From an optimization exercise on the open Yosys and OpenROAD flow, aimed at small area and a short achievable clock period; shortcuts taken in it are not production practice.
At most, simulation tests tie the RTL to the original design; equivalence was not proved.
No functional check of the RTL was part of runs 2 and 3.
No activity file was given, so power comes from the tool's default toggle rates.

==> flow/design.v (outline; a module is shown in full before it is edited, if it fits) <==
// module rand_range_mapper: 164 lines
// module rrm_mul_cs: 739 lines
module rand_range_mapper #(
   parameter int unsigned FIFO_DEPTH  = 16,
   parameter int unsigned ADDR_SIZE   = 4,
   parameter int unsigned RANGE_WIDTH = 16
) (
   input  logic                   clk,
   input  logic                   reset_n,
   input  logic [31:0]            rand_in,
   input  logic                   rand_in_valid,
   input  logic [RANGE_WIDTH-1:0] range_in,
   input  logic                   range_load,
   output logic                   busy,
   output logic [RANGE_WIDTH-1:0] out_data,
   output logic                   out_valid,
   input  logic                   out_ready,
   output logic [ADDR_SIZE:0]     fifo_level,
   output logic [15:0]            drop_count,
   output logic [15:0]            reject_count
);
  // ...
==> flow/flow/run.sh <==
#!/bin/bash
# Own flow: the standard layout (standard.sh: standard synthesis, floorplan, place, CTS,
# route, finish), with two changes to how the layout is made:
#  - port buffers are buf_4 cells (buffer_ports -buffer_cell) instead of the default delay buffer;
#  - the timing repair steps aim for 6 ns of setup slack at the 10 ns clock (SETUP_SLACK_MARGIN).
# make's full output goes to flow_make.log here; each tool's own log is under orfs/logs/.
set -euo pipefail
export SETUP_SLACK_MARGIN=6
export BUFFER_PORTS_ARGS="-buffer_cell sky130_fd_sc_hd__buf_4"
bash standard.sh > flow_make.log 2>&1
==> flow/standard.sh <==
#!/bin/bash
# synth_recipe.tcl (not shown) runs the flow's synth.tcl, then flattens the netlist and writes it again
# the make line also repeats each setting of config.mk as NAME=value (left out here)
make -C /OpenROAD-flow-scripts/flow DESIGN_CONFIG=/design/flow/config.mk WORK_HOME=/design/flow/orfs CLKGATE_MAP_FILE= SYNTH_SCRIPT=/design/flow/synth_recipe.tcl "${@:-finish}"
==> flow/config.mk <==
export PLATFORM = sky130hd
export DESIGN_NAME = rand_range_mapper
export DESIGN_NICKNAME = rand_range_mapper
export VERILOG_FILES = /design/flow/design.v
export SDC_FILE = /design/flow/constraint.sdc
export NUM_CORES = 4
export LEC_CHECK = 0
export ABC_AREA = 1
export CAP_MARGIN = 20
export CORE_MARGIN = 2
export CORE_UTILIZATION = 40
export SLEW_MARGIN = 20
==> flow/constraint.sdc <==
create_clock -name core_clock -period 10.0 [get_ports {clk}]
set_input_delay 2.0000 -clock core_clock [delete_from_list [all_inputs] [get_ports {clk}]]
set_output_delay 2.0000 -clock core_clock [all_outputs]
set_load 0.01 [all_outputs]
==> summary.txt, run 1 <==
Power and ir drop
  – Logic power comb: around 13,000 µW
  – Sw frac: a little under 50%
  – Sequential share of power: between 20% and 30%
  – Clock power share: 14.9%
  – VDD IR-drop max: between 200 and 300 µV

Yosys
  – Xor and xnor fraction of the mapped netlist area: 5.77%
  – Post-synth ARST share: between 10% and 20%
  – Syn. warnings: 1
  – EDFF count, synth: approximately 650
  – Mapped Avg Cell Area: 10.3 µm²
  – Synth Instances: 4,443

Critical path
  – CP Capture Type: flip-flop
  – Worst path cell trace: buf_12 -> clkinv_8 -> o21a_4 -> nand2_8 -> o21ai_4 -> o22ai_2 -> xor2_2 -> fa_2 -> inv_2 -> fa_2 -> inv_2 -> fa_2
  – Slowest-stage cell, CP: fa_2

Global routing
  – Met3 GRT Util: 6.87%
  – Grt met1 use: about 32%
  – Congestion Overflow GR: 0

STA
  – Fmax: 0.237 GHz
  – Slew HR: 21.0%
  – Final Hold Vio Count: 0

CTS
  – H-tree levels: 3
  – CTS tree: done

Layout
  – Biggest register: ram
  – Most common cell after layout, fill and taps aside: nand2_1
  – Multi-input combinational area share: around two fifths
  – Largest registers: ram (448), cs0_q (48), cs1_q (47)
  – Area delta synth->final: 20.7%
  – Util after Layout: between 40 and 50%

Route
  – Vias: ~35,000

Hold path
  – Min-delay worst type: reg -> reg

Die
  – Die Y: 342 µm

Run status
  – Run status: complete, no violations
==> module rand_range_mapper, before the edit <==
module rand_range_mapper #(
   parameter int unsigned FIFO_DEPTH  = 16,
   parameter int unsigned ADDR_SIZE   = 4,
   parameter int unsigned RANGE_WIDTH = 16
) (
   input  logic                   clk,
   input  logic                   reset_n,
   input  logic [31:0]            rand_in,
   input  logic                   rand_in_valid,
   input  logic [RANGE_WIDTH-1:0] range_in,
   input  logic                   range_load,
   output logic                   busy,
   output logic [RANGE_WIDTH-1:0] out_data,
   output logic                   out_valid,
   input  logic                   out_ready,
   output logic [ADDR_SIZE:0]     fifo_level,
   output logic [15:0]            drop_count,
   output logic [15:0]            reject_count
);
   localparam int unsigned RamDepth = FIFO_DEPTH - 2;
   logic                   busy_q;
   logic [RANGE_WIDTH-1:0] range_q;
   logic [RANGE_WIDTH-1:0] rem_q;       
   logic [4:0]             iter_q;
   logic [RANGE_WIDTH-1:0] out_data_q;
   logic                   out_valid_q;
   logic [31:0]            ram [RamDepth];
   logic [3:0]             wr_ptr_q;
   logic [3:0]             rd_ptr_q;
   logic [ADDR_SIZE:0]     level_q;
   logic [31:0]            head_q;
   logic [31:0]            second_q;
   logic [31:0]            head_d;
   logic [31:0]            second_d;
   logic [31:0]            mul_x;
   logic                   empty;
   logic                   full;
   logic                   ge2;
   logic                   ge3;
   logic                   pop;
   logic                   push;
   logic                   ram_we;
   logic                   head_ld;
   logic                   second_ld;
   logic                   cs_en;
   logic [47:0] cs0_d, cs0_q;
   logic [47:0] cs1_d, cs1_q;
   logic [47:0] cs2_d, cs2_q;
   logic [47:0]            sum_s;       
   logic [47:0]            sum_c;
   logic [47:0]            prod;
   logic                   c32;
   logic [31:0]            tk;
   logic [31:0]            v_s;
   logic [32:0]            v_c;
   logic [32:0]            v_lo;
   logic [RANGE_WIDTH-1:0] result;
   logic                   accept;
   logic [RANGE_WIDTH:0]   rem_dbl;
   logic [RANGE_WIDTH-1:0] rem_next;
   always_comb begin
      empty     = (level_q == '0);
      full      = level_q[ADDR_SIZE];
      ge2       = (level_q[ADDR_SIZE:1] != '0);
      ge3       = ge2 && (level_q != (ADDR_SIZE+1)'(2));
      pop       = !busy_q && !range_load && !empty && (!out_valid_q || out_ready);
      push      = rand_in_valid && (!full || pop);
      ram_we    = push && (pop ? ge3 : ge2);
      head_ld   = pop || empty;
      second_ld = pop || !ge2;
      head_d    = ge2 ? second_q : rand_in;
      second_d  = ge3 ? ram[rd_ptr_q] : rand_in;
      mul_x     = (busy_q && !empty) ? head_q : head_d;
      cs_en     = busy_q || head_ld;
   end
   rrm_mul_cs u_mul (.x(mul_x), .n(range_q), .r0(cs0_d), .r1(cs1_d), .r2(cs2_d));
   always_comb begin
      sum_s  = cs0_q ^ cs1_q ^ cs2_q;
      sum_c  = {(cs0_q[46:0] & cs1_q[46:0]) | (cs0_q[46:0] & cs2_q[46:0]) | (cs1_q[46:0] & cs2_q[46:0]), 1'b0};
      prod   = sum_s + sum_c;
      c32    = 1'((33'(sum_s[31:0]) + 33'(sum_c[31:0])) >> 32);
      tk     = {16'hFFFF, ~rem_q};
      v_s    = sum_s[31:0] ^ sum_c[31:0] ^ tk;
      v_c    = {(sum_s[31:0] & sum_c[31:0]) | (sum_s[31:0] & tk) | (sum_c[31:0] & tk), 1'b1};
      v_lo   = 33'(v_s) + 33'(v_c[31:0]);
      accept = v_lo[32] ^ v_c[32] ^ c32;
      result = (range_q == '0) ? head_q[RANGE_WIDTH-1:0] : prod[47:32];
   end
   always_comb begin
      rem_dbl = {rem_q, 1'b0};
      if (rem_dbl >= {1'b0, range_q}) rem_next = RANGE_WIDTH'(rem_dbl - {1'b0, range_q});
      else                            rem_next = rem_dbl[RANGE_WIDTH-1:0];
   end
   always_ff @(posedge clk) begin
      if (ram_we) ram[wr_ptr_q] <= rand_in;
   end
   always_ff @(posedge clk) begin
      if (head_ld)   head_q   <= head_d;
      if (second_ld) second_q <= second_d;
      if (cs_en) begin
      cs0_q <= cs0_d;
      cs1_q <= cs1_d;
      cs2_q <= cs2_d;
      end
   end
   always_ff @(posedge clk or negedge reset_n) begin
      if (!reset_n) begin
         wr_ptr_q <= '0;
         rd_ptr_q <= '0;
         level_q  <= '0;
      end else begin
         if (ram_we) wr_ptr_q <= (wr_ptr_q == 4'(RamDepth - 1)) ? 4'd0 : wr_ptr_q + 4'd1;
         if (pop && ge3) rd_ptr_q <= (rd_ptr_q == 4'(RamDepth - 1)) ? 4'd0 : rd_ptr_q + 4'd1;
         if (push && !pop) level_q <= level_q + 1'b1;
         else if (pop && !push) level_q <= level_q - 1'b1;
      end
   end
   always_ff @(posedge clk or negedge reset_n) begin
      if (!reset_n) begin
         busy_q      <= 1'b0;
         range_q     <= '0;
         rem_q       <= '0;
         iter_q      <= '0;
         out_data_q  <= '0;
         out_valid_q <= 1'b0;
      end else begin
         if (range_load) begin
            busy_q  <= 1'b1;
            range_q <= range_in;
            rem_q   <= RANGE_WIDTH'(range_in[RANGE_WIDTH-1:1] != '0);
            iter_q  <= '0;
         end else if (busy_q) begin
            rem_q  <= rem_next;
            iter_q <= iter_q + 5'd1;
            if (iter_q == 5'd31) busy_q <= 1'b0;
         end
         if (range_load) begin
            out_valid_q <= 1'b0;
         end else if (pop && accept) begin
            out_data_q  <= result;
            out_valid_q <= 1'b1;
         end else if (out_ready) begin
            out_valid_q <= 1'b0;
         end
      end
   end
   logic [15:0] drop_q;
   logic [15:0] reject_q;
   always_ff @(posedge clk or negedge reset_n) begin
      if (!reset_n) begin
         drop_q   <= '0;
         reject_q <= '0;
      end else begin
         if (rand_in_valid && !push && (drop_q != 16'hFFFF)) drop_q <= drop_q + 16'd1;
         if (pop && !accept && (reject_q != 16'hFFFF)) reject_q <= reject_q + 16'd1;
      end
   end
   assign drop_count   = drop_q;
   assign reject_count = reject_q;
   assign busy       = busy_q;
   assign out_data   = out_data_q;
   assign out_valid  = out_valid_q;
   assign fifo_level = level_q;
endmodule
==> inputs of run 2 (changes only) <==
--- a/flow/design.v
+++ b/flow/design.v
@@ -40,25 +40,19 @@
    logic                   pop;
    logic                   push;
    logic                   ram_we;
    logic                   head_ld;
    logic                   second_ld;
    logic                   cs_en;
    logic [47:0] cs0_d, cs0_q;
    logic [47:0] cs1_d, cs1_q;
-   logic [47:0] cs2_d, cs2_q;
-   logic [47:0]            sum_s;       
-   logic [47:0]            sum_c;
    logic [47:0]            prod;
-   logic                   c32;
-   logic [31:0]            tk;
-   logic [31:0]            v_s;
-   logic [32:0]            v_c;
-   logic [32:0]            v_lo;
+   logic [34:0]            lo_sum;
+   logic [34:0]            lo_t;
    logic [RANGE_WIDTH-1:0] result;
    logic                   accept;
    logic [RANGE_WIDTH:0]   rem_dbl;
    logic [RANGE_WIDTH-1:0] rem_next;
    always_comb begin
       empty     = (level_q == '0);
       full      = level_q[ADDR_SIZE];
       ge2       = (level_q[ADDR_SIZE:1] != '0);
@@ -68,44 +62,38 @@
       ram_we    = push && (pop ? ge3 : ge2);
       head_ld   = pop || empty;
       second_ld = pop || !ge2;
       head_d    = ge2 ? second_q : rand_in;
       second_d  = ge3 ? ram[rd_ptr_q] : rand_in;
       mul_x     = (busy_q && !empty) ? head_q : head_d;
       cs_en     = busy_q || head_ld;
    end
-   rrm_mul_cs u_mul (.x(mul_x), .n(range_q), .r0(cs0_d), .r1(cs1_d), .r2(cs2_d));
+   rrm_mul_cs u_mul (.x(mul_x), .n(range_q), .r0(cs0_d), .r1(cs1_d));
    always_comb begin
-      sum_s  = cs0_q ^ cs1_q ^ cs2_q;
-      sum_c  = {(cs0_q[46:0] & cs1_q[46:0]) | (cs0_q[46:0] & cs2_q[46:0]) | (cs1_q[46:0] & cs2_q[46:0]), 1'b0};
-      prod   = sum_s + sum_c;
-      c32    = 1'((33'(sum_s[31:0]) + 33'(sum_c[31:0])) >> 32);
-      tk     = {16'hFFFF, ~rem_q};
-      v_s    = sum_s[31:0] ^ sum_c[31:0] ^ tk;
-      v_c    = {(sum_s[31:0] & sum_c[31:0]) | (sum_s[31:0] & tk) | (sum_c[31:0] & tk), 1'b1};
-      v_lo   = 33'(v_s) + 33'(v_c[31:0]);
-      accept = v_lo[32] ^ v_c[32] ^ c32;
+      prod   = cs0_q + cs1_q;
+      lo_sum = 35'(cs0_q[31:0]) + 35'(cs1_q[31:0]);
+      lo_t   = 35'(cs0_q[31:0]) + 35'(cs1_q[31:0]) + {3'b000, 16'hFFFF, ~rem_q} + 35'd1;
+      accept = (lo_t[34:32] != lo_sum[34:32]);
       result = (range_q == '0) ? head_q[RANGE_WIDTH-1:0] : prod[47:32];
    end
    always_comb begin
       rem_dbl = {rem_q, 1'b0};
       if (rem_dbl >= {1'b0, range_q}) rem_next = RANGE_WIDTH'(rem_dbl - {1'b0, range_q});
       else                            rem_next = rem_dbl[RANGE_WIDTH-1:0];
    end
    always_ff @(posedge clk) begin
       if (ram_we) ram[wr_ptr_q] <= rand_in;
    end
    always_ff @(posedge clk) begin
       if (head_ld)   head_q   <= head_d;
       if (second_ld) second_q <= second_d;
       if (cs_en) begin
       cs0_q <= cs0_d;
       cs1_q <= cs1_d;
-      cs2_q <= cs2_d;
       end
    end
    always_ff @(posedge clk or negedge reset_n) begin
       if (!reset_n) begin
          wr_ptr_q <= '0;
          rd_ptr_q <= '0;
          level_q  <= '0;
       end else begin
@@ -161,18 +149,17 @@
    assign out_data   = out_data_q;
    assign out_valid  = out_valid_q;
    assign fifo_level = level_q;
 endmodule
 module rrm_mul_cs (
    input  logic [31:0] x,
    input  logic [15:0] n,
    output logic [47:0] r0,
-   output logic [47:0] r1,
-   output logic [47:0] r2
+   output logic [47:0] r1
 );
    wire [17:0] nn = {2'b00, n};
    wire one0 = nn[0] ^ 1'b0;
    wire two0 = (nn[1] & ~nn[0] & ~1'b0) | (~nn[1] & nn[0] & 1'b0);
    wire neg0 = nn[1];
    wire one1 = nn[2] ^ nn[1];
    wire two1 = (nn[3] & ~nn[2] & ~nn[1]) | (~nn[3] & nn[2] & nn[1]);
    wire neg1 = nn[3];
@@ -892,12 +879,103 @@
    wire s693 = pp300 ^ c610 ^ c608;
    wire c694 = (pp300 & c610) | (pp300 & c608) | (c610 & c608);
    wire s695 = pp269 ^ pp301 ^ s613;
    wire c696 = (pp269 & pp301) | (pp269 & s613) | (pp301 & s613);
    wire s697 = sn238 ^ pp270 ^ pp302;
    wire c698 = (sn238 & pp270) | (sn238 & pp302) | (pp270 & pp302);
    wire s699 = 1'b1 ^ pp271;
    wire c700 = 1'b1 & pp271;
-   assign r0 = {sn272, pp303, c614, c612, s611, c606, c602, s601, s597, s593, s589, s585, s581, s577, s573, s569, s565, s561, s557, s553, s549, s545, s541, s537, s533, s529, s525, s521, s517, s513, s509, s505, s501, s497, s493, s489, s485, s481, s475, s471, s469, c618, pp70, pp5, pp36, neg1, pp2, neg0};
-   assign r1 = {pp304, s699, s697, s695, c692, s691, s689, c686, c684, c682, c680, c678, c676, c674, c672, c670, c668, c666, c664, c662, c660, c658, c656, c654, c652, c650, c648, c646, c644, c642, c640, c638, c636, c634, c632, c630, c628, c626, c624, c622, c620, s467, c616, pp69, pp4, pp3, 1'b0, pp1};
-   assign r2 = {c700, c698, c696, c694, s693, c690, c688, s687, s685, s683, s681, s679, s677, s675, s673, s671, s669, s667, s665, s663, s661, s659, s657, s655, s653, s651, s649, s647, s645, s643, s641, s639, s637, s635, s633, s631, s629, s627, s625, s623, s621, s619, s617, s615, 1'b0, pp35, 1'b0, 1'b0};
+   wire s701 = neg1 ^ pp3;
+   wire c702 = neg1 & pp3;
+   wire s703 = pp36 ^ pp4;
+   wire c704 = pp36 & pp4;
+   wire s705 = pp5 ^ pp69 ^ c704;
+   wire c706 = (pp5 & pp69) | (pp5 & c704) | (pp69 & c704);
+   wire s707 = pp70 ^ c616 ^ s617;
+   wire c708 = (pp70 & c616) | (pp70 & s617) | (c616 & s617);
+   wire s709 = c618 ^ s467 ^ s619;
+   wire c710 = (c618 & s467) | (c618 & s619) | (s467 & s619);
+   wire s711 = s469 ^ c620 ^ s621;
+   wire c712 = (s469 & c620) | (s469 & s621) | (c620 & s621);
+   wire s713 = s471 ^ c622 ^ s623;
+   wire c714 = (s471 & c622) | (s471 & s623) | (c622 & s623);
+   wire s715 = s475 ^ c624 ^ s625;
+   wire c716 = (s475 & c624) | (s475 & s625) | (c624 & s625);
+   wire s717 = s481 ^ c626 ^ s627;
+   wire c718 = (s481 & c626) | (s481 & s627) | (c626 & s627);
+   wire s719 = s485 ^ c628 ^ s629;
+   wire c720 = (s485 & c628) | (s485 & s629) | (c628 & s629);
+   wire s721 = s489 ^ c630 ^ s631;
+   wire c722 = (s489 & c630) | (s489 & s631) | (c630 & s631);
+   wire s723 = s493 ^ c632 ^ s633;
+   wire c724 = (s493 & c632) | (s493 & s633) | (c632 & s633);
+   wire s725 = s497 ^ c634 ^ s635;
+   wire c726 = (s497 & c634) | (s497 & s635) | (c634 & s635);
+   wire s727 = s501 ^ c636 ^ s637;
+   wire c728 = (s501 & c636) | (s501 & s637) | (c636 & s637);
+   wire s729 = s505 ^ c638 ^ s639;
+   wire c730 = (s505 & c638) | (s505 & s639) | (c638 & s639);
+   wire s731 = s509 ^ c640 ^ s641;
+   wire c732 = (s509 & c640) | (s509 & s641) | (c640 & s641);
+   wire s733 = s513 ^ c642 ^ s643;
+   wire c734 = (s513 & c642) | (s513 & s643) | (c642 & s643);
+   wire s735 = s517 ^ c644 ^ s645;
+   wire c736 = (s517 & c644) | (s517 & s645) | (c644 & s645);
+   wire s737 = s521 ^ c646 ^ s647;
+   wire c738 = (s521 & c646) | (s521 & s647) | (c646 & s647);
+   wire s739 = s525 ^ c648 ^ s649;
+   wire c740 = (s525 & c648) | (s525 & s649) | (c648 & s649);
+   wire s741 = s529 ^ c650 ^ s651;
+   wire c742 = (s529 & c650) | (s529 & s651) | (c650 & s651);
+   wire s743 = s533 ^ c652 ^ s653;
+   wire c744 = (s533 & c652) | (s533 & s653) | (c652 & s653);
+   wire s745 = s537 ^ c654 ^ s655;
+   wire c746 = (s537 & c654) | (s537 & s655) | (c654 & s655);
+   wire s747 = s541 ^ c656 ^ s657;
+   wire c748 = (s541 & c656) | (s541 & s657) | (c656 & s657);
+   wire s749 = s545 ^ c658 ^ s659;
+   wire c750 = (s545 & c658) | (s545 & s659) | (c658 & s659);
+   wire s751 = s549 ^ c660 ^ s661;
+   wire c752 = (s549 & c660) | (s549 & s661) | (c660 & s661);
+   wire s753 = s553 ^ c662 ^ s663;
+   wire c754 = (s553 & c662) | (s553 & s663) | (c662 & s663);
+   wire s755 = s557 ^ c664 ^ s665;
+   wire c756 = (s557 & c664) | (s557 & s665) | (c664 & s665);
+   wire s757 = s561 ^ c666 ^ s667;
+   wire c758 = (s561 & c666) | (s561 & s667) | (c666 & s667);
+   wire s759 = s565 ^ c668 ^ s669;
+   wire c760 = (s565 & c668) | (s565 & s669) | (c668 & s669);
+   wire s761 = s569 ^ c670 ^ s671;
+   wire c762 = (s569 & c670) | (s569 & s671) | (c670 & s671);
+   wire s763 = s573 ^ c672 ^ s673;
+   wire c764 = (s573 & c672) | (s573 & s673) | (c672 & s673);
+   wire s765 = s577 ^ c674 ^ s675;
+   wire c766 = (s577 & c674) | (s577 & s675) | (c674 & s675);
+   wire s767 = s581 ^ c676 ^ s677;
+   wire c768 = (s581 & c676) | (s581 & s677) | (c676 & s677);
+   wire s769 = s585 ^ c678 ^ s679;
+   wire c770 = (s585 & c678) | (s585 & s679) | (c678 & s679);
+   wire s771 = s589 ^ c680 ^ s681;
+   wire c772 = (s589 & c680) | (s589 & s681) | (c680 & s681);
+   wire s773 = s593 ^ c682 ^ s683;
+   wire c774 = (s593 & c682) | (s593 & s683) | (c682 & s683);
+   wire s775 = s597 ^ c684 ^ s685;
+   wire c776 = (s597 & c684) | (s597 & s685) | (c684 & s685);
+   wire s777 = s601 ^ c686 ^ s687;
+   wire c778 = (s601 & c686) | (s601 & s687) | (c686 & s687);
+   wire s779 = c602 ^ s689 ^ c688;
+   wire c780 = (c602 & s689) | (c602 & c688) | (s689 & c688);
+   wire s781 = c606 ^ s691 ^ c690;
+   wire c782 = (c606 & s691) | (c606 & c690) | (s691 & c690);
+   wire s783 = s611 ^ c692 ^ s693;
+   wire c784 = (s611 & c692) | (s611 & s693) | (c692 & s693);
+   wire s785 = c612 ^ s695 ^ c694;
+   wire c786 = (c612 & s695) | (c612 & c694) | (s695 & c694);
+   wire s787 = c614 ^ s697 ^ c696;
+   wire c788 = (c614 & s697) | (c614 & c696) | (s697 & c696);
+   wire s789 = pp303 ^ s699 ^ c698;
+   wire c790 = (pp303 & s699) | (pp303 & c698) | (s699 & c698);
+   wire s791 = sn272 ^ pp304 ^ c700;
+   wire c792 = (sn272 & pp304) | (sn272 & c700) | (pp304 & c700);
+   assign r0 = {s791, s789, s787, c784, s783, s781, c778, c776, c774, c772, c770, c768, c766, c764, c762, c760, c758, c756, c754, c752, c750, c748, c746, c744, c742, c740, c738, c736, c734, c732, c730, c728, c726, c724, c722, c720, c718, c716, c714, c712, c710, c708, c706, s615, c702, pp35, pp2, neg0};
+   assign r1 = {c790, c788, c786, s785, c782, c780, s779, s777, s775, s773, s771, s769, s767, s765, s763, s761, s759, s757, s755, s753, s751, s749, s747, s745, s743, s741, s739, s737, s735, s733, s731, s729, s727, s725, s723, s721, s719, s717, s715, s713, s711, s709, s707, s705, s703, s701, 1'b0, pp1};
 endmodule
==> flow/run.sh (new file) <==
#!/bin/bash
# synth_recipe.tcl (not shown) runs the flow's synth.tcl, then flattens the netlist and writes it again
# the make line also repeats each setting of config.mk as NAME=value (left out here)
make -C /OpenROAD-flow-scripts/flow DESIGN_CONFIG=/design/flow/config.mk WORK_HOME=/design/flow/orfs CLKGATE_MAP_FILE= SYNTH_SCRIPT=/design/flow/synth_recipe.tcl finish
==> flow/config.mk (replaced) <==
export PLATFORM = sky130hd
export DESIGN_NAME = rand_range_mapper
export DESIGN_NICKNAME = rand_range_mapper
export VERILOG_FILES = /design/flow/design.v
export SDC_FILE = /design/flow/constraint.sdc
export NUM_CORES = 4
export LEC_CHECK = 0
export CAP_MARGIN = 20
export CORE_MARGIN = 2
export CORE_UTILIZATION = 40
export SLEW_MARGIN = 20
removed: flow/flow/run.sh
removed: flow/standard.sh
==> summary.txt, run 2 <==
CTS
  – Resize count post-CTS: 0
  – CTS Buffer Depth: 3
  – TritonCTS Buffers: 78
  – Hold-fix buffers, CTS: 0
  – Clk slew on worst S/H paths: 0.06 ns
  – H-tree levels: 3 (unchanged)
  – Clock latency on the worst-skew pair: 0.69 ns
  – Clock root cell: clkbuf_16
  – Total setup buffers inserted after CTS: 0
  – CTS tree: done
  – Clk sinks: 707

Place
  – Detail Placement HPWL: 94,400 µm
  – Placed insts: 6,177
  – Placed Area: 51,300 µm²
  – Number of buffers added on ports: 107
  – Final GP Congestion: 0.883

Die
  – Die Y: 355 µm (+3.8%)
  – Die ar.: 126,000 µm²
  – Die X: 355 µm
  – Starting Density: slightly above 40%
  – Row count: approximately 130
  – I/O Pins: 108
  – Core Region: around 120,000 µm²

Global routing
  – Tot GR Track Use: approximately 23%
  – First-pass GRT wire length: ~230,000 µm
  – Congestion Overflow GR: 0 (unchanged)
  – Antenna violations before repair: 1
  – Number of global-route vias before repair: 36,042
  – Largest net degree at the start of global routing: 114

Yosys
  – Synth Instances: 4,874 (+9.7%)
  – Sequential share of the synthesized area: 42.0%
  – Largest area contributor in the netlist: edfxtp_1
  – Syn. warnings: 1 (unchanged)
  – Yosys cell types: 85
  – EDFF count, synth: 607 (-6.9%)
  – Seq cells post-synth: a little over 700
  – Net Count, Synth: 5,254
  – Mapped Avg Cell Area: 10.1 µm² (-1.6%)
  – Cell with the most instances after synthesis: a21oi_1
  – Post-synth ARST share: 14.1% (+0.85 points)
  – Top cells by count, synth: 779 x a21oi_1, 607 x edfxtp_1, 392 x clkbuf_1, 354 x nor2_1, 318 x nand2_1
  – Area contributors post-synth: edfxtp_1 37%, fa_1 9.0%, a21oi_1 7.9%
  – Synth top area share: a little under two fifths
  – Post-Syn Area: 49,300 µm²
  – Ys flop type: edfxtp_1

STA
  – Final Setup Violations: 0
  – Hold_ws: between 0.4 and 0.5 ns
  – RSZ-0062 raised after global routing: no
  – Period utilization: 65.6%
  – Max Slew Vio Count: 0
  – Final Hold Vio Count: 0 (unchanged)
  – Setup TNS: 0 ns
  – Slew @ Worst Pin: 1.16 ns
  – Final worst path period need: about 6.6 ns
  – Worst Skew: 0.0709 ns
  – Slew HR: 22.7% (+1.8 points)
  – Fmax: 0.153 GHz (-36%)

Layout
  – Final instance area: 53,900 µm²
  – Largest registers: ram (448), cs0_q (48), cs1_q (47)
  – FF/Latch Area: 20,800 µm²
  – Layout cells sized above 1: 11.9%
  – Fillers: between 10,000 and 15,000
  – Max FFs per register: between 400 and 500
  – Biggest register: ram
  – Most frequent cells in the layout: 779 x a21oi_1, 607 x edfxtp_1, 342 x nor2_1
  – Area delta synth->final: 9.34%
  – Final Net Count: 5,012
  – Non-filler cells, final: 6,316
  – Area occupied by multi-input gates: about 26,000 µm²
  – Most common cell after layout, fill and taps aside: a21oi_1

Critical path
  – Slowest-stage cell, CP: o21a_1
  – Worst path cell trace: or4_2 -> buf_4 -> o21ai_4 -> buf_4 -> buf_4 -> o21a_1 -> a21oi_1 -> a21oi_1 -> o22ai_1 -> a21oi_1 -> fa_1 -> fa_1 -> inv_1 -> fa_1 -> inv_1 -> fa_1
  – Most used cell along the critical path: fa_1
  – Startpoint types: flip-flop
  – Crit Path Max Fanout: 49
  – CP arrival: 6.92 ns
  – Largest stage delay, worst path: 0.79 ns
  – CP Capture Type: flip-flop
  – Kind of critical path: reg -> reg
  – CP bufs+invs: 5
  – CP delay by family, top: adder cells
  – CP Data Required Time: roughly 10 ns

Route
  – Post-detailed-route DRC marker count: 0
  – Vias: 38,520 (+9.8%)
  – Final wirelength: 149,000 µm
  – First-pass DRT Iterations: 7
  – 1st-iter DRT viols: 4,461
  – Vias per cell: around 6
  – WL/cell: 23.6 µm
  – Antenna Nets Post-Route: 0

Run status
  – Run status: complete, no violations

Hold path
  – Min-delay worst type: reg -> reg

Flow run
  – Max_cap viols: 0

Power and ir drop
  – Pleak: 0.0190 µW
  – PD cells: 305 nW/µm²
  – Pwr Total: 16,400 µW
  – VDD IR-drop max: 161 µV (-45%)
## run 2: final cells by class
cell class / instances / area share, %
Inverter: 266 / 1.85
Clock buffer: 97 / 3.77
Timing Repair Buffer: 213 / 3.47
Antenna cell: 4 / 0.0186
Tap cell: 1625 / 3.77
Sequential cell: 707 / 38.5
Multi-Input combinational cell: 3366 / 47.6
Clock inverter: 38 / 1.00
## run 2: final timing paths
kind | startpoint | to | slack, ns | cells past startpoint
worst min-delay path | reject_q[8]$_DFFE_PN0P_ | reject_q[8]$_DFFE_PN0P_ | 0.49 | 1
min in group asynchronous | reset_n | wr_ptr_q[0]$_DFFE_PN0P_ | 1.30 | 1
worst min register to register | reject_q[8]$_DFFE_PN0P_ | reject_q[8]$_DFFE_PN0P_ | 0.49 | 1
worst max-delay path | level_q[1]$_DFFE_PN0P_ | cs1_q[21]$_DFFE_PP_ | 3.44 | 16
max in group asynchronous | reset_n | range_q[1]$_DFFE_PN0P_ | 7.35 | 2
worst max register to register | level_q[1]$_DFFE_PN0P_ | cs1_q[21]$_DFFE_PP_ | 3.44 | 16
## run 2: cell families (layout without fill, tap and decap cells)
logic type / after synthesis / count (layout) / synth area share (%)
adders and majority gates: 327 / 327 / 11.7
and+or+nand+nor: 1016 / 1016 / 9.11
xor gates and xnor gates: 123 / 123 / 2.18
buffers and inverters: 801 / 614 / 6.45
other: 0 / 4 / 0
muxes: 244 / 244 / 8.54
DFF: 707 / 707 / 42.0
AOI/OAI and AO/OA: 1656 / 1656 / 20.0
## run 2: report_power, final
part | switching [µW] | internal [µW]
registers | 293 | 4140
clock network | 1250 | 1670
logic | 5670 | 3430
total | 7210 | 9240
## run 2: worst register-to-register path, cell delays in order (launching register included)
cell and delay [ns]:
dfrtp_1 0.47, or4_2 0.67, buf_4 0.33, o21ai_4 0.20
buf_4 0.45, buf_4 0.64, o21a_1 0.81, a21oi_1 0.16
a21oi_1 0.15, o22ai_1 0.09, a21oi_1 0.32, fa_1 0.52
fa_1 0.45, inv_1 0.08, fa_1 0.41, inv_1 0.07
fa_1 0.40
## run 2: metal layers
metal  track usage, %  up-vias  share of wire [%]  wire length, µm
met3             3.74      299                8.4            12500
met5                0        -                  0                0
met4             8.38        0                3.5             5230
met1             30.8    18901                 40            59800
li1                 -    17454                  -                -
met2             38.1     1866                 48            71400
## run 2: stage by stage
stage	util, %	setup slack, ns
floorplan	-	3.36
global placement	42.1	3.24
detailed placement	42.1	3.13
CTS	44.2	3.48
global route	44.2	3.11
finish	44.2	3.44
==> inputs of run 3 (changes only) <==
--- a/flow/design.v
+++ b/flow/design.v
@@ -19,3 +19,3 @@
 );
-   localparam int unsigned RamDepth = FIFO_DEPTH - 2;
+   localparam int unsigned RamDepth = FIFO_DEPTH - 1;
    logic                   busy_q;
@@ -31,10 +31,6 @@
    logic [31:0]            head_q;
-   logic [31:0]            second_q;
-   logic [31:0]            head_d;
-   logic [31:0]            second_d;
-   logic [31:0]            mul_x;
+   logic [31:0]            x_next;
    logic                   empty;
    logic                   full;
-   logic                   ge2;
-   logic                   ge3;
+   logic                   ram_has;
    logic                   pop;
@@ -43,4 +39,2 @@
    logic                   head_ld;
-   logic                   second_ld;
-   logic                   cs_en;
    logic [47:0] cs0_d, cs0_q;
@@ -48,4 +42,2 @@
    logic [47:0]            prod;
-   logic [34:0]            lo_sum;
-   logic [34:0]            lo_t;
    logic [RANGE_WIDTH-1:0] result;
@@ -55,23 +47,18 @@
    always_comb begin
-      empty     = (level_q == '0);
-      full      = level_q[ADDR_SIZE];
-      ge2       = (level_q[ADDR_SIZE:1] != '0);
-      ge3       = ge2 && (level_q != (ADDR_SIZE+1)'(2));
-      pop       = !busy_q && !range_load && !empty && (!out_valid_q || out_ready);
-      push      = rand_in_valid && (!full || pop);
-      ram_we    = push && (pop ? ge3 : ge2);
-      head_ld   = pop || empty;
-      second_ld = pop || !ge2;
-      head_d    = ge2 ? second_q : rand_in;
-      second_d  = ge3 ? ram[rd_ptr_q] : rand_in;
-      mul_x     = (busy_q && !empty) ? head_q : head_d;
-      cs_en     = busy_q || head_ld;
+      empty   = (level_q == '0);
+      full    = level_q[ADDR_SIZE];
+      ram_has = (level_q[ADDR_SIZE:1] != '0);
+      pop     = !busy_q && !range_load && !empty && (!out_valid_q || out_ready);
+      push    = rand_in_valid && (!full || pop);
+      ram_we  = push && !empty && !(pop && !ram_has);
+      head_ld = pop || empty;
+      if (!head_ld)     x_next = head_q;
+      else if (ram_has) x_next = ram[rd_ptr_q];
+      else              x_next = rand_in;
    end
-   rrm_mul_cs u_mul (.x(mul_x), .n(range_q), .r0(cs0_d), .r1(cs1_d));
+   rrm_mul_cs u_mul (.x(x_next), .n(range_q), .r0(cs0_d), .r1(cs1_d));
    always_comb begin
       prod   = cs0_q + cs1_q;
-      lo_sum = 35'(cs0_q[31:0]) + 35'(cs1_q[31:0]);
-      lo_t   = 35'(cs0_q[31:0]) + 35'(cs1_q[31:0]) + {3'b000, 16'hFFFF, ~rem_q} + 35'd1;
-      accept = (lo_t[34:32] != lo_sum[34:32]);
       result = (range_q == '0) ? head_q[RANGE_WIDTH-1:0] : prod[47:32];
+      accept = (prod[31:0] >= 32'(rem_q));
    end
@@ -86,8 +73,5 @@
    always_ff @(posedge clk) begin
-      if (head_ld)   head_q   <= head_d;
-      if (second_ld) second_q <= second_d;
-      if (cs_en) begin
+      head_q <= x_next;
       cs0_q <= cs0_d;
       cs1_q <= cs1_d;
-      end
    end
@@ -100,3 +84,3 @@
          if (ram_we) wr_ptr_q <= (wr_ptr_q == 4'(RamDepth - 1)) ? 4'd0 : wr_ptr_q + 4'd1;
-         if (pop && ge3) rd_ptr_q <= (rd_ptr_q == 4'(RamDepth - 1)) ? 4'd0 : rd_ptr_q + 4'd1;
+         if (pop && ram_has) rd_ptr_q <= (rd_ptr_q == 4'(RamDepth - 1)) ? 4'd0 : rd_ptr_q + 4'd1;
          if (push && !pop) level_q <= level_q + 1'b1;
==> summary.txt, run 3 <==
Power and ir drop
  – Pleak: 0.0186 µW (-2.1%)
  – VDD IR-drop max: 232 µV (+44%)
  – PD cells: 315 nW/µm² (+3.2%)

CTS
  – Clock root cell: clkbuf_16
  – Clk sinks: 707 (unchanged)
  – TritonCTS Buffers: 76 (-2.6%)
  – CTS tree: done
  – Clock latency on the worst-skew pair: 0.69 ns (about the same)
  – Clk slew on worst S/H paths: 0.07 ns (about the same)
  – Hold-fix buffers, CTS: 0 (unchanged)
  – H-tree levels: 3 (unchanged)
  – Total setup buffers inserted after CTS: 0 (unchanged)
  – Resize count post-CTS: 0 (unchanged)
  – CTS Buffer Depth: 3 (unchanged)

Route
  – Final wirelength: 149,000 µm (-0.13%)
  – Vias: 37,592 (-2.4%)
  – Vias per cell: 6.07 (-0.50%)
  – Post-detailed-route DRC marker count: 0 (unchanged)
  – WL/cell: 24.0 µm (+1.8%)
  – 1st-iter DRT viols: 4,208 (-5.7%)
  – Antenna Nets Post-Route: 0 (unchanged)
  – First-pass DRT Iterations: 7 (unchanged)

Die
  – Die X: 349 µm (-1.7%)
  – Row count: 126 (-1.6%)
  – Die ar.: 122,000 µm² (-3.4%)
  – I/O Pins: 108 (unchanged)
  – Starting Density: 40.3% (-0.084 points)
  – Core Region: 118,000 µm² (-3.2%)
  – Die Y: 349 µm (-1.7%)

STA
  – Final Setup Violations: 0 (unchanged)
  – Period utilization: 80.0% (+14 points)
  – Final Hold Vio Count: 0 (unchanged)
  – Worst Skew: 0.0524 ns (-0.0185 ns)
  – Slew @ Worst Pin: 1.19 ns (+0.0303 ns)
  – RSZ-0062 raised after global routing: no
  – Max Slew Vio Count: 0 (unchanged)
  – Slew HR: 20.5% (-2.2 points)
  – Fmax: 0.125 GHz (-18%)
  – Setup TNS: 0 ns (unchanged)
  – Final worst path period need: 8.00 ns (+1.44 ns)

Yosys
  – Sequential share of the synthesized area: 40.9% (-1.2 points)
  – Area contributors post-synth: edfxtp_1 30%, fa_1 9.3%, mux4_2 6.1%
  – Post-synth ARST share: 14.1% (unchanged)
  – Yosys cell types: 88 (+3.5%)
  – Ys flop type: edfxtp_1
  – EDFF count, synth: 480 (-21%)
  – Top cells by count, synth: 480 x edfxtp_1, 442 x nand2_1, 400 x nor2_1, 392 x o21ai_0, 354 x clkbuf_1
  – Synth top area share: 30.3% (-6.7 points)
  – Net Count, Synth: 5,148 (-2.0%)
  – Largest area contributor in the netlist: edfxtp_1
  – Syn. warnings: 1 (unchanged)
  – Seq cells post-synth: 707 (unchanged)
  – Synth Instances: 4,767 (-2.2%)
  – Post-Syn Area: 47,600 µm² (-3.4%)
  – Cell with the most instances after synthesis: edfxtp_1
  – Mapped Avg Cell Area: 9.99 µm² (-1.3%)

Place
  – Final GP Congestion: 0.905 (+2.5%)
  – Detail Placement HPWL: 96,300 µm (+2.0%)
  – Number of buffers added on ports: 107 (unchanged)
  – Placed insts: 6,052 (-2.0%)
  – Placed Area: 49,800 µm² (-3.0%)

Critical path
  – FF-to-FF End: cs1_q[24]$_DFF_P_
  – R2R setup slack: 2.99 ns (-0.45 ns)
  – Worst Setup SP: out_ready
  – Kind of critical path: in -> reg
  – Crit Path Max Fanout: 24 (-51%)
  – CP Capture Type: flip-flop
  – CP arrival: 8.53 ns (+1.61 ns)
  – CP Data Required Time: 10.53 ns (+0.17 ns)
  – Reg2reg start: level_q[1]$_DFFE_PN0P_
  – Worst setup path endpoint: cs1_q[24]$_DFF_P_
  – Startpoint types: input pin
  – Worst R2R Path Depth: 14 (-2)

Layout
  – Layout cells sized above 1: 9.70% (-2.2 points)
  – Most common cell after layout, fill and taps aside: edfxtp_1
  – Largest registers: ram (480), cs0_q (48), cs1_q (47)
  – Non-filler cells, final: 6,195 (-1.9%)
  – FF/Latch Area: 19,500 µm² (-6.1%)
  – Biggest register: ram
  – Final instance area: 52,500 µm² (-2.7%)
  – Area delta synth->final: 10.2%
  – Most frequent cells in the layout: 480 x edfxtp_1, 442 x nand2_1, 392 x o21ai_0
  – Max FFs per register: 480 (+7.1%)
  – Util after Layout: 44.4% (+0.24 points)
  – Fillers: 10,944 (-3.7%)
  – Area occupied by multi-input gates: 25,500 µm² (-0.73%)
  – Final Net Count: 4,978 (-0.68%)

Global routing
  – Congestion Overflow GR: 0 (unchanged)
  – Largest net degree at the start of global routing: 110 (-3.5%)
  – Antenna violations before repair: 6 (+5)
  – Tot GR Track Use: 24.1% (+0.92 points)
  – First-pass GRT wire length: 225,000 µm (-0.52%)
  – Number of global-route vias before repair: 35,045 (-2.8%)

Flow run
  – Max_cap viols: 0 (unchanged)

Run status
  – Run status: complete, no violations

Hold path
  – Min-delay worst type: reg -> reg
## run 3: cell types whose count changed after synthesis, moves of 76 or more
cell / previous run / this run
o21ai_0: 130 / 392
dfxtp_1: 0 / 127
a31oi_1: 135 / 29
mux2_2: 94 / 13
nand3_1: 171 / 42
or3_1: 8 / 96
a211oi_1: 25 / 176
maj3_1: 0 / 104
o31ai_1: 180 / 13
a21oi_1: 779 / 319
nand2_1: 318 / 442
edfxtp_1: 607 / 480
nor3_1: 24 / 100
## run 3: worst min-delay path by stage
stage	start	endpoint	slack (ns)	cells after the start
2_1_floorplan	range_q[1]$_DFFE_PN0P_	cs0_q[0]$_DFF_P_	0.35	0
3_3_place_gp	out_data_q[4]$_DFFE_PN0P_	out_data_q[4]$_DFFE_PN0P_	0.47	1
3_5_place_dp	out_data_q[4]$_DFFE_PN0P_	out_data_q[4]$_DFFE_PN0P_	0.48	1
4_1_cts	out_data_q[4]$_DFFE_PN0P_	out_data_q[4]$_DFFE_PN0P_	0.49	1
5_1_grt	out_data_q[4]$_DFFE_PN0P_	out_data_q[4]$_DFFE_PN0P_	0.49	1
6_report	out_data_q[8]$_DFFE_PN0P_	out_data_q[8]$_DFFE_PN0P_	0.49	1
## run 3: routing by layer
| layer | GRT usage, % | vias to the layer above | wire length (µm) |
|---|---|---|---|
| met3 | 3.91 | 289 | 11900 |
| li1 | - | 17033 | - |
| met5 | 0 | - | 58 |
| met4 | 8.58 | 8 | 5100 |
| met2 | 37.4 | 1589 | 68100 |
| met1 | 34.0 | 18673 | 63600 |
## run 3: final cells by class
cell class / count / area share, %
multi-input cells: 3327 / 48.5
flip-flops and latches: 707 / 37.2
clock buffers: 93 / 3.82
well taps: 1536 / 3.66
repair buffers: 216 / 3.65
inverters: 269 / 1.95
clock inverters: 46 / 1.17
diodes: 1 / 0.00477
## run 3: power breakdown
| group | internal [µW] | switching, µW | total, µW |
|---|---|---|---|
| logic | 3600 | 5880 | 9480 |
| registers | 3730 | 348 | 4080 |
| clock network | 1690 | 1260 | 2950 |
| total | 9020 | 7500 | 16500 |
## run 3: cell families after synthesis
family / after synthesis / synth area share (%)
compound gates: 1332 / 17.3
xor+xnor: 123 / 2.26
fa+ha+maj: 432 / 14.3
buf+inv: 733 / 6.03
flops: 707 / 40.9
mux: 198 / 7.57
simple gates: 1242 / 11.7
## run 3: worst max-delay path, stage by stage
cell and delay [ns]:
clkdlybuf4s50_1 0.40, nor2b_1 0.23, o32a_1 0.70, nor2_2 0.32
a22oi_1 0.95, nand2_1 1.03, maj3_1 0.68, o22ai_1 0.15
a21oi_1 0.08, fa_1 0.56, fa_1 0.44, inv_1 0.08
fa_1 0.41, inv_1 0.08, fa_1 0.40
## run 3: through the flow
step	setup WS [ns]	hold WS, ns	power [µW]
CTS	2.19	0.491	16500
finish	2.00	0.491	16500
global placement	1.32	0.471	13300
global route	1.80	0.494	17900
detailed placement	1.50	0.478	13500
floorplan	3.90	0.345	10600

what the ideal ports hide:
Ports are ideal in the flow. The routed layouts listed here were re-timed in OpenROAD. Step 1: set_driving_cell puts a clkbuf_16 on clk and a buf_2 on each other input, an assumption about the parent block. Step 2, shift: input delay + t, output delay - t, t = (earliest + latest rising clock arrival at the registers) / 2. This alone moves slack from input paths to output paths. Slacks: ideal ports / drivers / drivers and shift; pairs: ideal ports / drivers.
run | t (ns) | slack for setup (ns) | worst setup path at the end | cell pins on the clock port's net
run 1 | 0.709 | 5.784 / 5.759 / 5.050 | input to register | 1
run 2 | 0.728 | 3.443 / 3.443 / 2.941 | input to register | 1
run 3 | 0.732 | 2.002 / 2.041 / 1.310 | input to register | 1
After both steps setup and hold are still met in every run listed. For run 1, which loses most, drivers alone change the setup slack by -0.025 ns; drivers and shift together by -0.734 ns.
